This is an optimization exercise on Yosys and OpenROAD, whose aim is small area, not a production implementation. Where RTL was checked, it was by simulation tests only, not by an equivalence proof against the original.

==> raven <==
## complex_block_correlator_power_top
module complex_block_correlator_power_top #(
    parameter int SAMPLE_BITS = cbcp_pkg::SAMPLE_BITS_DEF
) (
    input  logic                                i_clk,
    input  logic                                i_rst_n,
    input  logic                                i_in_valid,
    output logic                                o_in_stall,
    input  logic signed [SAMPLE_BITS-1:0]       i_sample_real,
    input  logic signed [SAMPLE_BITS-1:0]       i_sample_imag,
    input  logic                                i_end_of_stream,
    output logic                                o_out_valid,
    input  logic                                i_out_stall,
    output logic [cbcp_pkg::BANK_BITS-1:0]      o_filter_index,
    output logic [cbcp_pkg::POWER_BITS-1:0]     o_block_power,
    output logic                                o_last_result
);
Settings: LEC_CHECK=0, CAP_MARGIN=20, CORE_MARGIN=2, CORE_UTILIZATION=80, CTS_BUF_LIST=sky130_fd_sc_hd__clkbuf_8 sky130_fd_sc_hd__clkbuf_16, CTS_CLUSTER_DIAMETER=120, CTS_CLUSTER_SIZE=30, SLEW_MARGIN=20, SYNTH_HIERARCHICAL=1, SYNTH_MINIMUM_KEEP_SIZE=0; clock period 10.0 ns.
standard.sh (not shown) runs the stock make flow with config.mk's settings and CLKGATE_MAP_FILE= SYNTH_SCRIPT=/design/flow/synth_recipe.tcl, a recipe that flattens the netlist after the stock synthesis.
==> flow/flow/run.sh <==
#!/bin/bash
set -e
export BUFFER_PORTS_ARGS="-buffer_cell sky130_fd_sc_hd__buf_1"
export CTS_ARGS="-sink_clustering_enable -repair_clock_nets -dont_use_dummy_load -sink_clustering_size 30 -sink_clustering_max_diameter 120 -buf_list {sky130_fd_sc_hd__clkbuf_8 sky130_fd_sc_hd__clkbuf_16}"
bash standard.sh > standard.log 2>&1
==> amber: changes against raven <==
--- a/flow/design.v
+++ b/flow/design.v
@@ -63,19 +63,12 @@
     output logic s,
     output logic co
 );
     assign s  = ~(a ^ b);
     assign co = a | b;
 endmodule
-module cbcp_xnor2 (
-    input  logic a,
-    input  logic b,
-    output logic y
-);
-    assign y = ~(a ^ b);
-endmodule
 module cbcp_ha (
     input  logic a,
     input  logic b,
     output logic s,
     output logic co
 );
@@ -2048,17 +2041,15 @@
     cbcp_fa u_s1137 (.a(c1062), .b(s1063), .c(s993), .s(s1137), .co(c1138));
     cbcp_fa u_s1139 (.a(c1064), .b(s1065), .c(s997), .s(s1139), .co(c1140));
     cbcp_fa u_s1141 (.a(c1066), .b(s1067), .c(p417), .s(s1141), .co(c1142));
     cbcp_fa u_s1143 (.a(c1068), .b(s1069), .c(d420), .s(s1143), .co(c1144));
     assign r0 = {1'b1, c1144, c1142, c1140, c1138, c1136, c1134, c1132, c1130, c1128, c1126, c1124, c1122, c1120, c1118, c1116, c1114, c1112, c1110, c1108, c1106, c1104, c1102, c1100, c1098, c1096, c1094, c1092, c1090, c1088, c1086, c1084, c1082, c1080, c1078, c1076, c1074, c1072, s1071, 1'b1, d1};
     assign r1 = {1'b1, c1070, s1143, s1141, s1139, s1137, s1135, s1133, s1131, s1129, s1127, s1125, s1123, s1121, s1119, s1117, s1115, s1113, s1111, s1109, s1107, s1105, s1103, s1101, s1099, s1097, s1095, s1093, s1091, s1089, s1087, s1085, s1083, s1081, s1079, s1077, s1075, s1073, d231, 1'b1, d211};
-    logic [40:0] g, p, c;
-    for (genvar i = 0; i < 41; i++) begin : g_pg
-        cbcp_ha u_pg (.a(r0[i]), .b(r1[i]), .s(p[i]), .co(g[i]));
-        cbcp_xnor2 u_s (.a(p[i]), .b(c[i]), .y(s[i]));
-    end
+    logic [40:0] g, p, gg, pp, c;
+    assign g = r0 & r1;
+    assign p = r0 ^ r1;
     logic bg1, bp1;
     assign bg1 = g[1] | (p[1] & (g[0] | p[0]));
     assign bp1 = 1'b0;
     logic bg2, bp2;
     assign bg2 = g[3] | (p[3] & g[2]);
     assign bp2 = p[3] & p[2];
@@ -2313,12 +2304,13 @@
     assign c[35] = bg70;
     assign c[36] = bg44;
     assign c[37] = bg71;
     assign c[38] = bg53;
     assign c[39] = bg72;
     assign c[40] = bg40;
+    assign s = ~(p ^ c);
 endmodule
 `timescale 1ns / 1ps
 module complex_block_correlator_power_top #(
     parameter int SAMPLE_BITS = cbcp_pkg::SAMPLE_BITS_DEF
 ) (
     input  logic                                i_clk,
==> ember: changes against raven <==
--- a/flow/design.v
+++ b/flow/design.v
@@ -54,21 +54,12 @@
     output logic s,
     output logic co
 );
     assign s  = a ^ b ^ c;
     assign co = (a & b) | (a & c) | (b & c);
 endmodule
-module cbcp_hai (
-    input  logic a,
-    input  logic b,
-    output logic s,
-    output logic co
-);
-    assign s  = ~(a ^ b);
-    assign co = a | b;
-endmodule
 module cbcp_xnor2 (
     input  logic a,
     input  logic b,
     output logic y
 );
     assign y = ~(a ^ b);
@@ -1684,41 +1675,41 @@
     assign d415 = ~b[17];
     assign p416 = ~(b[17] & b[18]);
     assign p417 = ~(b[17] & b[19]);
     assign d418 = ~b[18];
     assign p419 = ~(b[18] & b[19]);
     assign d420 = ~b[19];
-    cbcp_hai u_s421 (.a(p18), .b(p36), .s(s421), .co(c422));
+    cbcp_fa u_s421 (.a(p18), .b(p36), .c(1'b1), .s(s421), .co(c422));
     cbcp_fa u_s423 (.a(p20), .b(p38), .c(p55), .s(s423), .co(c424));
-    cbcp_hai u_s425 (.a(p71), .b(p86), .s(s425), .co(c426));
-    cbcp_hai u_s427 (.a(p39), .b(p56), .s(s427), .co(c428));
+    cbcp_fa u_s425 (.a(p71), .b(p86), .c(1'b1), .s(s425), .co(c426));
+    cbcp_fa u_s427 (.a(p39), .b(p56), .c(1'b1), .s(s427), .co(c428));
     cbcp_fa u_s429 (.a(p57), .b(p73), .c(p88), .s(s429), .co(c430));
-    cbcp_hai u_s431 (.a(p12), .b(p30), .s(s431), .co(c432));
+    cbcp_fa u_s431 (.a(p12), .b(p30), .c(1'b1), .s(s431), .co(c432));
     cbcp_fa u_s433 (.a(p14), .b(p32), .c(p49), .s(s433), .co(c434));
-    cbcp_hai u_s435 (.a(p65), .b(p80), .s(s435), .co(c436));
+    cbcp_fa u_s435 (.a(p65), .b(p80), .c(1'b1), .s(s435), .co(c436));
     cbcp_fa u_s437 (.a(p15), .b(p33), .c(p50), .s(s437), .co(c438));
-    cbcp_hai u_s439 (.a(p66), .b(p81), .s(s439), .co(c440));
+    cbcp_fa u_s439 (.a(p66), .b(p81), .c(1'b1), .s(s439), .co(c440));
     cbcp_fa u_s441 (.a(p16), .b(p34), .c(p51), .s(s441), .co(c442));
     cbcp_fa u_s443 (.a(p67), .b(p82), .c(p96), .s(s443), .co(c444));
     cbcp_fa u_s445 (.a(p109), .b(p121), .c(d133), .s(s445), .co(c446));
-    cbcp_hai u_s447 (.a(p226), .b(p244), .s(s447), .co(c448));
+    cbcp_fa u_s447 (.a(p226), .b(p244), .c(1'b1), .s(s447), .co(c448));
     cbcp_fa u_s449 (.a(p17), .b(p35), .c(p52), .s(s449), .co(c450));
     cbcp_fa u_s451 (.a(p68), .b(p83), .c(p97), .s(s451), .co(c452));
     cbcp_fa u_s453 (.a(p110), .b(p122), .c(p227), .s(s453), .co(c454));
-    cbcp_hai u_s455 (.a(p245), .b(p262), .s(s455), .co(c456));
+    cbcp_fa u_s455 (.a(p245), .b(p262), .c(1'b1), .s(s455), .co(c456));
     cbcp_fa u_s457 (.a(s421), .b(p53), .c(p69), .s(s457), .co(c458));
     cbcp_fa u_s459 (.a(p84), .b(p98), .c(p111), .s(s459), .co(c460));
     cbcp_fa u_s461 (.a(p123), .b(p134), .c(d145), .s(s461), .co(c462));
     cbcp_fa u_s463 (.a(p228), .b(p246), .c(p263), .s(s463), .co(c464));
     cbcp_fa u_s465 (.a(p279), .b(p294), .c(p308), .s(s465), .co(c466));
     cbcp_fa u_s467 (.a(c422), .b(p19), .c(p37), .s(s467), .co(c468));
     cbcp_fa u_s469 (.a(p54), .b(p70), .c(p85), .s(s469), .co(c470));
     cbcp_fa u_s471 (.a(p99), .b(p112), .c(p124), .s(s471), .co(c472));
     cbcp_fa u_s473 (.a(p135), .b(p229), .c(p247), .s(s473), .co(c474));
     cbcp_fa u_s475 (.a(p264), .b(p280), .c(p295), .s(s475), .co(c476));
-    cbcp_hai u_s477 (.a(p309), .b(p322), .s(s477), .co(c478));
+    cbcp_fa u_s477 (.a(p309), .b(p322), .c(1'b1), .s(s477), .co(c478));
     cbcp_fa u_s479 (.a(s423), .b(s425), .c(p100), .s(s479), .co(c480));
     cbcp_fa u_s481 (.a(p113), .b(p125), .c(p136), .s(s481), .co(c482));
     cbcp_fa u_s483 (.a(p146), .b(d156), .c(p230), .s(s483), .co(c484));
     cbcp_fa u_s485 (.a(p248), .b(p265), .c(p281), .s(s485), .co(c486));
     cbcp_fa u_s487 (.a(p296), .b(p310), .c(p323), .s(s487), .co(c488));
     cbcp_fa u_s489 (.a(p335), .b(p346), .c(p356), .s(s489), .co(c490));
@@ -1749,24 +1740,24 @@
     cbcp_fa u_s539 (.a(p168), .b(p315), .c(p328), .s(s539), .co(c540));
     cbcp_fa u_s541 (.a(p119), .b(p131), .c(p142), .s(s541), .co(c542));
     cbcp_fa u_s543 (.a(p152), .b(p161), .c(p169), .s(s543), .co(c544));
     cbcp_fa u_s545 (.a(p176), .b(d183), .c(p329), .s(s545), .co(c546));
     cbcp_fa u_s547 (.a(p132), .b(p143), .c(p153), .s(s547), .co(c548));
     cbcp_fa u_s549 (.a(p144), .b(p154), .c(p163), .s(s549), .co(c550));
-    cbcp_hai u_s551 (.a(p8), .b(p26), .s(s551), .co(c552));
+    cbcp_fa u_s551 (.a(p8), .b(p26), .c(1'b1), .s(s551), .co(c552));
     cbcp_fa u_s553 (.a(p10), .b(p28), .c(p45), .s(s553), .co(c554));
-    cbcp_hai u_s555 (.a(p61), .b(p76), .s(s555), .co(c556));
+    cbcp_fa u_s555 (.a(p61), .b(p76), .c(1'b1), .s(s555), .co(c556));
     cbcp_fa u_s557 (.a(p11), .b(p29), .c(p46), .s(s557), .co(c558));
-    cbcp_hai u_s559 (.a(p62), .b(p77), .s(s559), .co(c560));
+    cbcp_fa u_s559 (.a(p62), .b(p77), .c(1'b1), .s(s559), .co(c560));
     cbcp_fa u_s561 (.a(s431), .b(p47), .c(p63), .s(s561), .co(c562));
     cbcp_fa u_s563 (.a(p78), .b(p92), .c(d106), .s(s563), .co(c564));
     cbcp_fa u_s565 (.a(p222), .b(p240), .c(p257), .s(s565), .co(c566));
     cbcp_fa u_s567 (.a(c432), .b(p13), .c(p31), .s(s567), .co(c568));
     cbcp_fa u_s569 (.a(p48), .b(p64), .c(p79), .s(s569), .co(c570));
     cbcp_fa u_s571 (.a(p93), .b(p223), .c(p241), .s(s571), .co(c572));
-    cbcp_hai u_s573 (.a(p258), .b(p274), .s(s573), .co(c574));
+    cbcp_fa u_s573 (.a(p258), .b(p274), .c(1'b1), .s(s573), .co(c574));
     cbcp_fa u_s575 (.a(s433), .b(s435), .c(p94), .s(s575), .co(c576));
     cbcp_fa u_s577 (.a(p107), .b(d120), .c(p224), .s(s577), .co(c578));
     cbcp_fa u_s579 (.a(p242), .b(p259), .c(p275), .s(s579), .co(c580));
     cbcp_fa u_s581 (.a(p290), .b(p304), .c(p317), .s(s581), .co(c582));
     cbcp_fa u_s583 (.a(c434), .b(c436), .c(s437), .s(s583), .co(c584));
     cbcp_fa u_s585 (.a(s439), .b(p95), .c(p108), .s(s585), .co(c586));
@@ -1830,18 +1821,18 @@
     cbcp_fa u_s701 (.a(p165), .b(p173), .c(p180), .s(s701), .co(c702));
     cbcp_fa u_s703 (.a(p186), .b(p191), .c(d196), .s(s703), .co(c704));
     cbcp_fa u_s705 (.a(p375), .b(p383), .c(p390), .s(s705), .co(c706));
     cbcp_fa u_s707 (.a(p174), .b(p181), .c(p187), .s(s707), .co(c708));
     cbcp_fa u_s709 (.a(p182), .b(p188), .c(p193), .s(s709), .co(c710));
     cbcp_fa u_s711 (.a(p6), .b(p24), .c(p41), .s(s711), .co(c712));
-    cbcp_hai u_s713 (.a(p7), .b(p25), .s(s713), .co(c714));
+    cbcp_fa u_s713 (.a(p7), .b(p25), .c(1'b1), .s(s713), .co(c714));
     cbcp_fa u_s715 (.a(s551), .b(p43), .c(p59), .s(s715), .co(c716));
     cbcp_fa u_s717 (.a(d75), .b(p218), .c(p236), .s(s717), .co(c718));
     cbcp_fa u_s719 (.a(c552), .b(p9), .c(p27), .s(s719), .co(c720));
     cbcp_fa u_s721 (.a(p44), .b(p60), .c(p219), .s(s721), .co(c722));
-    cbcp_hai u_s723 (.a(p237), .b(p254), .s(s723), .co(c724));
+    cbcp_fa u_s723 (.a(p237), .b(p254), .c(1'b1), .s(s723), .co(c724));
     cbcp_fa u_s725 (.a(s553), .b(s555), .c(d91), .s(s725), .co(c726));
     cbcp_fa u_s727 (.a(p220), .b(p238), .c(p255), .s(s727), .co(c728));
     cbcp_fa u_s729 (.a(p271), .b(p286), .c(d301), .s(s729), .co(c730));
     cbcp_fa u_s731 (.a(c554), .b(c556), .c(s557), .s(s731), .co(c732));
     cbcp_fa u_s733 (.a(s559), .b(p221), .c(p239), .s(s733), .co(c734));
     cbcp_fa u_s735 (.a(p256), .b(p272), .c(p287), .s(s735), .co(c736));
@@ -1910,15 +1901,15 @@
     cbcp_fa u_s861 (.a(p403), .b(p407), .c(d411), .s(s861), .co(c862));
     cbcp_fa u_s863 (.a(c710), .b(p189), .c(p194), .s(s863), .co(c864));
     cbcp_fa u_s865 (.a(p198), .b(p399), .c(p404), .s(s865), .co(c866));
     cbcp_fa u_s867 (.a(p195), .b(p199), .c(p202), .s(s867), .co(c868));
     cbcp_fa u_s869 (.a(d205), .b(p405), .c(p409), .s(s869), .co(c870));
     cbcp_fa u_s871 (.a(p4), .b(p22), .c(d40), .s(s871), .co(c872));
-    cbcp_hai u_s873 (.a(p5), .b(p23), .s(s873), .co(c874));
+    cbcp_fa u_s873 (.a(p5), .b(p23), .c(1'b1), .s(s873), .co(c874));
     cbcp_fa u_s875 (.a(s711), .b(d58), .c(p216), .s(s875), .co(c876));
-    cbcp_hai u_s877 (.a(p234), .b(p251), .s(s877), .co(c878));
+    cbcp_fa u_s877 (.a(p234), .b(p251), .c(1'b1), .s(s877), .co(c878));
     cbcp_fa u_s879 (.a(c712), .b(s713), .c(p42), .s(s879), .co(c880));
     cbcp_fa u_s881 (.a(p217), .b(p235), .c(p252), .s(s881), .co(c882));
     cbcp_fa u_s883 (.a(c714), .b(s715), .c(s717), .s(s883), .co(c884));
     cbcp_fa u_s885 (.a(p253), .b(p269), .c(d285), .s(s885), .co(c886));
     cbcp_fa u_s887 (.a(c716), .b(c718), .c(s719), .s(s887), .co(c888));
     cbcp_fa u_s889 (.a(s721), .b(s723), .c(p270), .s(s889), .co(c890));
@@ -1973,14 +1964,14 @@
     cbcp_fa u_s987 (.a(c864), .b(c866), .c(s867), .s(s987), .co(c988));
     cbcp_fa u_s989 (.a(s869), .b(p412), .c(d415), .s(s989), .co(c990));
     cbcp_fa u_s991 (.a(c868), .b(c870), .c(p200), .s(s991), .co(c992));
     cbcp_fa u_s993 (.a(p203), .b(p410), .c(p413), .s(s993), .co(c994));
     cbcp_fa u_s995 (.a(p204), .b(p206), .c(d208), .s(s995), .co(c996));
     cbcp_fa u_s997 (.a(p414), .b(p416), .c(d418), .s(s997), .co(c998));
-    cbcp_hai u_s999 (.a(p2), .b(d21), .s(s999), .co(c1000));
-    cbcp_hai u_s1001 (.a(s871), .b(p214), .s(s1001), .co(c1002));
+    cbcp_fa u_s999 (.a(p2), .b(d21), .c(1'b1), .s(s999), .co(c1000));
+    cbcp_fa u_s1001 (.a(s871), .b(p214), .c(1'b1), .s(s1001), .co(c1002));
     cbcp_fa u_s1003 (.a(c872), .b(s873), .c(p215), .s(s1003), .co(c1004));
     cbcp_fa u_s1005 (.a(c874), .b(s875), .c(s877), .s(s1005), .co(c1006));
     cbcp_fa u_s1007 (.a(c876), .b(c878), .c(s879), .s(s1007), .co(c1008));
     cbcp_fa u_s1009 (.a(c880), .b(c882), .c(s883), .s(s1009), .co(c1010));
     cbcp_fa u_s1011 (.a(c884), .b(c886), .c(s887), .s(s1011), .co(c1012));
     cbcp_fa u_s1013 (.a(c888), .b(c890), .c(s891), .s(s1013), .co(c1014));
@@ -2009,13 +2000,13 @@
     cbcp_fa u_s1059 (.a(c980), .b(c982), .c(s983), .s(s1059), .co(c1060));
     cbcp_fa u_s1061 (.a(c984), .b(c986), .c(s987), .s(s1061), .co(c1062));
     cbcp_fa u_s1063 (.a(c988), .b(c990), .c(s991), .s(s1063), .co(c1064));
     cbcp_fa u_s1065 (.a(c992), .b(c994), .c(s995), .s(s1065), .co(c1066));
     cbcp_fa u_s1067 (.a(c996), .b(c998), .c(p207), .s(s1067), .co(c1068));
     cbcp_fa u_s1069 (.a(p209), .b(d210), .c(p419), .s(s1069), .co(c1070));
-    cbcp_hai u_s1071 (.a(s999), .b(p212), .s(s1071), .co(c1072));
+    cbcp_fa u_s1071 (.a(s999), .b(p212), .c(1'b1), .s(s1071), .co(c1072));
     cbcp_fa u_s1073 (.a(c1000), .b(p3), .c(p213), .s(s1073), .co(c1074));
     cbcp_fa u_s1075 (.a(s1001), .b(p232), .c(d250), .s(s1075), .co(c1076));
     cbcp_fa u_s1077 (.a(c1002), .b(s1003), .c(p233), .s(s1077), .co(c1078));
     cbcp_fa u_s1079 (.a(c1004), .b(s1005), .c(d268), .s(s1079), .co(c1080));
     cbcp_fa u_s1081 (.a(c1006), .b(s1007), .c(s881), .s(s1081), .co(c1082));
     cbcp_fa u_s1083 (.a(c1008), .b(s1009), .c(s885), .s(s1083), .co(c1084));
==> xenon: changes against raven <==
--- a/flow/design.v
+++ b/flow/design.v
@@ -63,19 +63,12 @@
     output logic s,
     output logic co
 );
     assign s  = ~(a ^ b);
     assign co = a | b;
 endmodule
-module cbcp_xnor2 (
-    input  logic a,
-    input  logic b,
-    output logic y
-);
-    assign y = ~(a ^ b);
-endmodule
 module cbcp_ha (
     input  logic a,
     input  logic b,
     output logic s,
     output logic co
 );
@@ -2048,17 +2041,15 @@
     cbcp_fa u_s1137 (.a(c1062), .b(s1063), .c(s993), .s(s1137), .co(c1138));
     cbcp_fa u_s1139 (.a(c1064), .b(s1065), .c(s997), .s(s1139), .co(c1140));
     cbcp_fa u_s1141 (.a(c1066), .b(s1067), .c(p417), .s(s1141), .co(c1142));
     cbcp_fa u_s1143 (.a(c1068), .b(s1069), .c(d420), .s(s1143), .co(c1144));
     assign r0 = {1'b1, c1144, c1142, c1140, c1138, c1136, c1134, c1132, c1130, c1128, c1126, c1124, c1122, c1120, c1118, c1116, c1114, c1112, c1110, c1108, c1106, c1104, c1102, c1100, c1098, c1096, c1094, c1092, c1090, c1088, c1086, c1084, c1082, c1080, c1078, c1076, c1074, c1072, s1071, 1'b1, d1};
     assign r1 = {1'b1, c1070, s1143, s1141, s1139, s1137, s1135, s1133, s1131, s1129, s1127, s1125, s1123, s1121, s1119, s1117, s1115, s1113, s1111, s1109, s1107, s1105, s1103, s1101, s1099, s1097, s1095, s1093, s1091, s1089, s1087, s1085, s1083, s1081, s1079, s1077, s1075, s1073, d231, 1'b1, d211};
-    logic [40:0] g, p, c;
-    for (genvar i = 0; i < 41; i++) begin : g_pg
-        cbcp_ha u_pg (.a(r0[i]), .b(r1[i]), .s(p[i]), .co(g[i]));
-        cbcp_xnor2 u_s (.a(p[i]), .b(c[i]), .y(s[i]));
-    end
+    logic [40:0] g, p, gg, pp, c;
+    assign g = r0 & r1;
+    assign p = r0 ^ r1;
     logic bg1, bp1;
     assign bg1 = g[1] | (p[1] & (g[0] | p[0]));
     assign bp1 = 1'b0;
     logic bg2, bp2;
     assign bg2 = g[3] | (p[3] & g[2]);
     assign bp2 = p[3] & p[2];
@@ -2313,12 +2304,13 @@
     assign c[35] = bg70;
     assign c[36] = bg44;
     assign c[37] = bg71;
     assign c[38] = bg53;
     assign c[39] = bg72;
     assign c[40] = bg40;
+    assign s = ~(p ^ c);
 endmodule
 `timescale 1ns / 1ps
 module complex_block_correlator_power_top #(
     parameter int SAMPLE_BITS = cbcp_pkg::SAMPLE_BITS_DEF
 ) (
     input  logic                                i_clk,
==> flow/run.sh (new file) <==
#!/bin/bash
# synth_recipe.tcl (not shown) runs the flow's synth.tcl, then flattens the netlist and writes it again
# the make line also repeats each setting of config.mk as NAME=value (left out here)
make -C /OpenROAD-flow-scripts/flow DESIGN_CONFIG=/design/flow/config.mk WORK_HOME=/design/flow/orfs CLKGATE_MAP_FILE= SYNTH_SCRIPT=/design/flow/synth_recipe.tcl finish
--- a/flow/config.mk
+++ b/flow/config.mk
@@ -4,13 +4,13 @@
 export VERILOG_FILES = /design/flow/design.v
 export SDC_FILE = /design/flow/constraint.sdc
 export NUM_CORES = 4
 export LEC_CHECK = 0
 export CAP_MARGIN = 20
 export CORE_MARGIN = 2
-export CORE_UTILIZATION = 80
+export CORE_UTILIZATION = 75
 export CTS_BUF_LIST = sky130_fd_sc_hd__clkbuf_8 sky130_fd_sc_hd__clkbuf_16
 export CTS_CLUSTER_DIAMETER = 120
 export CTS_CLUSTER_SIZE = 30
 export SLEW_MARGIN = 20
 export SYNTH_HIERARCHICAL = 1
 export SYNTH_MINIMUM_KEEP_SIZE = 0
removed: flow/flow/run.sh
removed: flow/standard.sh
==> notes.md <==
Non-Filler Instances 3,369; Clock Skew approximately 0.017 ns; M1 GR Usage 47.88%; DP Area between 30,000 and 40,000 um^2; Die Area 46,180 um^2; Design Area, Final 35,010 um^2; slowest CP cell dfxtp_4; Area Growth Syn to Fin 4.967%; Reg2Reg Launch Point r_in_new; Seq/total area ~32%; setup ws final approximately 0.5 ns; status complete, no violations
[end of results for xenon]
==> notes.md <==
slowest CP cell dfxtp_4; Die Area roughly 43,000 um^2; Non-Filler Instances 3,241; M1 GR Usage between 50% and 60%; status complete, no violations; Clock Skew between 0.02 and 0.03 ns
[end of results for ember]
==> notes.md <==
status complete, no violations; Clock Skew 0.03696 ns; Tapcells about 530; Non-Filler Instances approximately 3,300; Die Area around 43,000 um^2; M1 GR Usage between 50% and 60%; CP Class reg2reg; Reg2Reg Launch Point r_in_new; Seq/total area ~33%
[end of results for raven]
==> notes.md <==
setup ws final 0.3381 ns; status complete, no violations; Die Area approximately 43,000 um^2; Non-Filler Instances between 3,000 and 4,000; DP Area 33,870 um^2; Seq/total area approximately a third
[end of results for amber]
Only the layout flow was run in raven; the RTL was not checked for function there.

==> afterwards: timing with drivers on the ports <==
How much do the figures lean on ideal ports? The routed layouts below were timed once more, with nothing changed but the port constraints.
Step 1, drivers: a clkbuf_16 drives i_clk and a buf_2 each remaining input, both assumed.
Step 2 also shifts input and output timing later by t, the mid clock arrival at the registers, as if the neighbouring blocks saw the same clock.
Three values: ideal ports, drivers, drivers and shift; two values: the first two.
run | t, ns | setup WS [ns] | hold WS [ns]
raven | 0.614 | 0.350 / 0.350 / 0.350 | 0.454 / 0.454 / 0.454
amber | 0.613 | 0.338 / 0.338 / 0.338 | 0.480 / 0.480 / 0.480
ember | 0.601 | 0.409 / 0.409 / 0.409 | 0.507 / 0.507 / 0.507
xenon | 0.617 | 0.489 / 0.489 / 0.489 | 0.478 / 0.478 / 0.478
After both steps setup and hold are still met in every run listed.
